Context: an optimization exercise on an open-source flow, tuned for small area and a short achievable clock period. The choices shown serve that exercise and are no tape-out recipe. At most, simulation tests tie the RTL to the original design; equivalence was not proved. Power figures rest on the tool's default switching activity, not on a simulated workload.

// yapp_rx_router
module yapp_rx_router #(
    parameter int DATA_W     = yapp_rx_pkg::DEF_DATA_W,
    parameter int NUM_CH     = yapp_rx_pkg::DEF_NUM_CH,
    parameter int ADDR_W     = yapp_rx_pkg::DEF_ADDR_W,
    parameter int FIFO_DEPTH = yapp_rx_pkg::DEF_FIFO_DEPTH
) (
    input  logic                       clock,
    input  logic                       reset,
    input  logic [DATA_W-1:0]          in_data,
    input  logic                       in_data_vld,
    output logic                       in_suspend,
    output logic                       error,
    output logic [NUM_CH*DATA_W-1:0]   ch_data,
    output logic [NUM_CH-1:0]          ch_vld,
    input  logic [NUM_CH-1:0]          ch_rd,
    output logic [15:0]                drop_cnt
);
Size in the first run: roughly 4,400 cells after synthesis, ~1,800 flip-flops, roughly 59 I/O pins.
==> module yapp_commit_fifo, before the edit <==
module yapp_commit_fifo #(
    parameter int DATA_W = 8,
    parameter int DEPTH  = 64,
    parameter int LO     = 8             
) (
    input  logic                      clock,
    input  logic                      reset,
    input  logic                      wr_en,
    input  logic [LO-1:0]             wr_lo,
    input  logic [DEPTH/LO-1:0]       wr_hi,
    input  logic [DATA_W-1:0]         wr_data,
    input  logic                      push,
    input  logic                      commit,
    input  logic                      rewind,
    input  logic [$clog2(DEPTH)-1:0]  commit_addr,
    input  logic [DATA_W-1:0]         hdr,
    input  logic                      rd_en,
    output logic [DATA_W-1:0]         rd_data,
    output logic                      vld,
    output logic                      full_nxt,
    output logic [$clog2(DEPTH)-1:0]  cm_addr
);
    localparam int AW = $clog2(DEPTH);
    localparam int CW = AW + 1;
    localparam int HI = DEPTH / LO;
    logic [DATA_W-1:0] mem [DEPTH];
    logic [LO-1:0]     rd_lo_a, rd_lo_b;    
    logic [HI-1:0]     rd_hi;
    logic [AW-1:0]     cm;           
    logic [CW-1:0]     cu_q;         
    logic [CW-1:0]     occ_q;        
    logic              push_q, fire_q, commit_q, rewind_q;
    logic [CW-1:0]     cu, occ;      
    logic [DATA_W-1:0] dout;
    logic              fire, vld_d, hold;
    logic              occ_full, occ_one_less, cu_full, cu_gt1;
    logic [DATA_W-1:0] mem_q;
    logic [HI-1:0][DATA_W-1:0] row_q;
    always_comb begin
        if (rewind_q) occ = cu_q - CW'(fire_q);
        else          occ = occ_q + CW'(push_q) - CW'(fire_q);
        if (commit_q) cu  = occ_q - CW'(fire_q);
        else          cu  = cu_q - CW'(fire_q);
    end
    assign fire = rd_en && vld;
    assign hold = vld && !rd_en;
    always_comb begin
        if (rewind_q)
            occ_full = fire_q ? (cu_q == CW'(DEPTH + 1)) : (cu_q == CW'(DEPTH));
        else if (push_q == fire_q)
            occ_full = occ_q == CW'(DEPTH);
        else if (push_q)
            occ_full = occ_q == CW'(DEPTH - 1);
        else
            occ_full = occ_q == CW'(DEPTH + 1);
        if (rewind_q)
            occ_one_less = fire_q ? (cu_q == CW'(DEPTH)) : (cu_q == CW'(DEPTH - 1));
        else if (push_q == fire_q)
            occ_one_less = occ_q == CW'(DEPTH - 1);
        else if (push_q)
            occ_one_less = occ_q == CW'(DEPTH - 2);
        else
            occ_one_less = occ_q == CW'(DEPTH);
        if (commit_q) begin
            cu_full = fire_q ? (occ_q == CW'(DEPTH + 1)) : (occ_q == CW'(DEPTH));
            cu_gt1  = fire_q ? (occ_q > CW'(2)) : (occ_q > CW'(1));
        end else begin
            cu_full = fire_q ? (cu_q == CW'(DEPTH + 1)) : (cu_q == CW'(DEPTH));
            cu_gt1  = fire_q ? (cu_q > CW'(2)) : (cu_q > CW'(1));
        end
    end
    assign vld_d        = commit || cu_gt1 || hold;
    assign full_nxt = rewind ? (cu_full && !fire)
                             : ((occ_full && (push == fire)) || (occ_one_less && push && !fire));
    always_comb begin
        for (int h = 0; h < HI; h++) begin
            row_q[h] = '0;
            for (int l = 0; l < LO; l++)
                row_q[h] = row_q[h] | ({{(DATA_W-DATA_W/2){rd_lo_b[l]}}, {(DATA_W/2){rd_lo_a[l]}}}
                                       & mem[h*LO+l]);
        end
        mem_q = '0;
        for (int h = 0; h < HI; h++)
            mem_q = mem_q | ({DATA_W{rd_hi[h]}} & row_q[h]);
    end
    assign rd_data = dout;
    assign cm_addr = cm;
    always_ff @(posedge clock or negedge reset) begin
        if (!reset) begin
            rd_lo_a  <= LO'(2);
            rd_lo_b  <= LO'(2);
            rd_hi    <= HI'(1);
            cm       <= '0;
            cu_q     <= '0;
            occ_q    <= '0;
            push_q   <= 1'b0;
            fire_q   <= 1'b0;
            commit_q <= 1'b0;
            rewind_q <= 1'b0;
            vld      <= 1'b0;
            dout     <= '0;
        end else begin
            if (fire) begin
                rd_lo_a <= {rd_lo_a[LO-2:0], rd_lo_a[LO-1]};
                rd_lo_b <= {rd_lo_b[LO-2:0], rd_lo_b[LO-1]};
            end
            if (fire && rd_lo_a[LO-1]) rd_hi <= {rd_hi[HI-2:0], rd_hi[HI-1]};
            if (commit) cm <= commit_addr;
            cu_q     <= cu;
            occ_q    <= occ;
            push_q   <= push;
            fire_q   <= fire;
            commit_q <= commit;
            rewind_q <= rewind;
            vld      <= vld_d;
            if (!hold) begin
                if (vld) dout <= vld_d ? mem_q : '0;
                else     dout <= commit ? hdr : '0;
            end
        end
    end
    for (genvar w = 0; w < DEPTH; w++) begin : g_word
        logic [DATA_W-1:0] q;
        always_ff @(posedge clock) begin
            if (wr_en && wr_hi[w / LO] && wr_lo[w % LO]) q <= wr_data;
        end
        assign mem[w] = q;
    end
endmodule
Settings: LEC_CHECK=0, ABC_CLOCK_PERIOD_IN_PS=2400, CAP_MARGIN=20, CORE_MARGIN=2, CORE_UTILIZATION=55, CTS_CLUSTER_DIAMETER=60, CTS_CLUSTER_SIZE=24, PLACE_DENSITY=0.7, SETUP_SLACK_MARGIN=3.1, SLEW_MARGIN=20; clock period 5.5 ns.
standard.sh (not shown) runs the stock make flow with config.mk's settings and CLKGATE_MAP_FILE= SYNTH_SCRIPT=/design/flow/synth_recipe.tcl, a recipe that flattens the netlist after the stock synthesis.
==> flow/flow/run.sh <==
#!/bin/bash
# The standard layout, with two changes: clock tree synthesis adds no dummy
# loads, and after placement each output buffer is moved next to the
# flip-flop that drives it (flow/obuf.tcl). Tool output goes to logs in this
# folder; ORFS keeps its per-step logs under orfs/logs.
set -euo pipefail
CTS="CTS_ARGS=-sink_clustering_enable -repair_clock_nets -sink_clustering_size 24 -sink_clustering_max_diameter 60 -dont_use_dummy_load"
bash standard.sh place "$CTS" > standard_place.log 2>&1
RES=$(ls -d orfs/results/*/*/base)
PLACE_ODB=$PWD/$RES/3_place.odb CELL_PAD_IN_SITES_DETAIL_PLACEMENT=0 \
  openroad -no_init -exit flow/obuf.tcl > obuf.log 2>&1
bash standard.sh finish "$CTS" > standard.log 2>&1
==> flow/flow/obuf.tcl <==
# Put each output port's buffer right next to the flip-flop that drives it, so
# the buffer, not the flip-flop, drives the wire out to the pin. Then legalize.
read_db $::env(PLACE_ODB)
set block [ord::get_db_block]
set moved 0
foreach bt [$block getBTerms] {
  if {[$bt getIoType] ne "OUTPUT"} { continue }
  set net [$bt getNet]
  set buf ""
  foreach it [$net getITerms] { if {[$it isOutputSignal]} { set buf [$it getInst] } }
  if {$buf eq ""} { continue }
  set a [$buf findITerm A]
  if {$a eq "NULL" || $a eq ""} { continue }
  set ff ""
  foreach it [[$a getNet] getITerms] { if {[$it isOutputSignal]} { set ff [$it getInst] } }
  if {$ff eq ""} { continue }
  set loc [$ff getLocation]
  set w [[$ff getMaster] getWidth]
  $buf setOrient [$ff getOrient]
  $buf setLocation [expr {[lindex $loc 0] + $w}] [lindex $loc 1]
  incr moved
}
puts "moved $moved output buffers"
set_placement_padding -global -left $::env(CELL_PAD_IN_SITES_DETAIL_PLACEMENT) -right $::env(CELL_PAD_IN_SITES_DETAIL_PLACEMENT)
detailed_placement
check_placement -verbose
write_db $::env(PLACE_ODB)
Next try:
--- a/flow/design.v
+++ b/flow/design.v
@@ -42,9 +42,10 @@
     localparam int CW = AW + 1;
     localparam int HI = DEPTH / LO;
     logic [DATA_W-1:0] mem [DEPTH];
     logic [LO-1:0]     rd_lo_a, rd_lo_b;    
-    logic [HI-1:0]     rd_hi;
+    logic [HI-1:0]     rd_hi, rd_hi_g;
+    logic              from_mem, hdr_take;
     logic [AW-1:0]     cm;           
     logic [CW-1:0]     cu_q;         
     logic [CW-1:0]     occ_q;        
     logic              push_q, fire_q, commit_q, rewind_q;
@@ -87,10 +88,12 @@
             cu_gt1  = fire_q ? (cu_q > CW'(2)) : (cu_q > CW'(1));
         end
     end
     assign vld_d        = commit || cu_gt1 || hold;
-    assign full_nxt = rewind ? (cu_full && !fire)
-                             : ((occ_full && (push == fire)) || (occ_one_less && push && !fire));
+    assign full_nxt = !fire && !rewind && (occ_full || (occ_one_less && push));
+    assign from_mem = vld && cu_gt1;
+    assign rd_hi_g  = from_mem ? rd_hi : '0;
+    assign hdr_take = commit && !from_mem;
     always_comb begin
         for (int h = 0; h < HI; h++) begin
             row_q[h] = '0;
             for (int l = 0; l < LO; l++)
@@ -98,9 +101,9 @@
                                        & mem[h*LO+l]);
         end
         mem_q = '0;
         for (int h = 0; h < HI; h++)
-            mem_q = mem_q | ({DATA_W{rd_hi[h]}} & row_q[h]);
+            mem_q = mem_q | ({DATA_W{rd_hi_g[h]}} & row_q[h]);
     end
     assign rd_data = dout;
     assign cm_addr = cm;
     always_ff @(posedge clock or negedge reset) begin
@@ -130,12 +133,9 @@
             fire_q   <= fire;
             commit_q <= commit;
             rewind_q <= rewind;
             vld      <= vld_d;
-            if (!hold) begin
-                if (vld) dout <= vld_d ? mem_q : '0;
-                else     dout <= commit ? hdr : '0;
-            end
+            if (!hold) dout <= mem_q | (hdr_take ? hdr : '0);
         end
     end
     for (genvar w = 0; w < DEPTH; w++) begin : g_word
         logic [DATA_W-1:0] q;
=>
- sequential cell count does not change
- area after synthesis barely changes
- hold slack gets better by 0.17 ns
- register-to-register slack degrades by 0.06 ns
- routed wire length falls by about 2.3%
- non-clock buffer count drops by 10
- worst setup slack is worse by 0.043 ns
- die area stays flat
- clock power increases by 4.0%
- power rises by about 2.7%
- core utilization is higher by 0.35 points
- combinational power barely changes
- via count drops by 1.3%
- final area climbs by 0.58%
Function not checked in the second run of this note: the RTL went through the layout flow alone.

==> port drivers added, routing unchanged <==
How much do the figures lean on ideal ports? The routed layouts below were timed once more, with nothing changed but the port constraints.
Step 1 assumes that a clkbuf_16 drives the clock port and a buf_2 every other input.
Step 2 adds t to the input delays and takes it off the output delays; t is the mean of the earliest and latest rising clock arrival at the registers after step 1. Input paths then give back, and output paths get back, about the clock's delay inside the block.
Slacks: ideal ports / drivers / drivers and shift; pairs: ideal ports / drivers.
| run | t (ns) | setup WS [ns] | worst slew at a driven data input, ns |
|---|---|---|---|
| the first run | 0.777 | 3.092 / 3.018 / 2.387 | 0.05 |
| the second run | 0.779 | 3.049 / 3.024 / 2.312 | 0.05 |
After both steps every run listed still meets setup and hold. For the second run, which loses most, drivers alone change the setup slack by -0.025 ns; drivers and shift together by -0.737 ns.
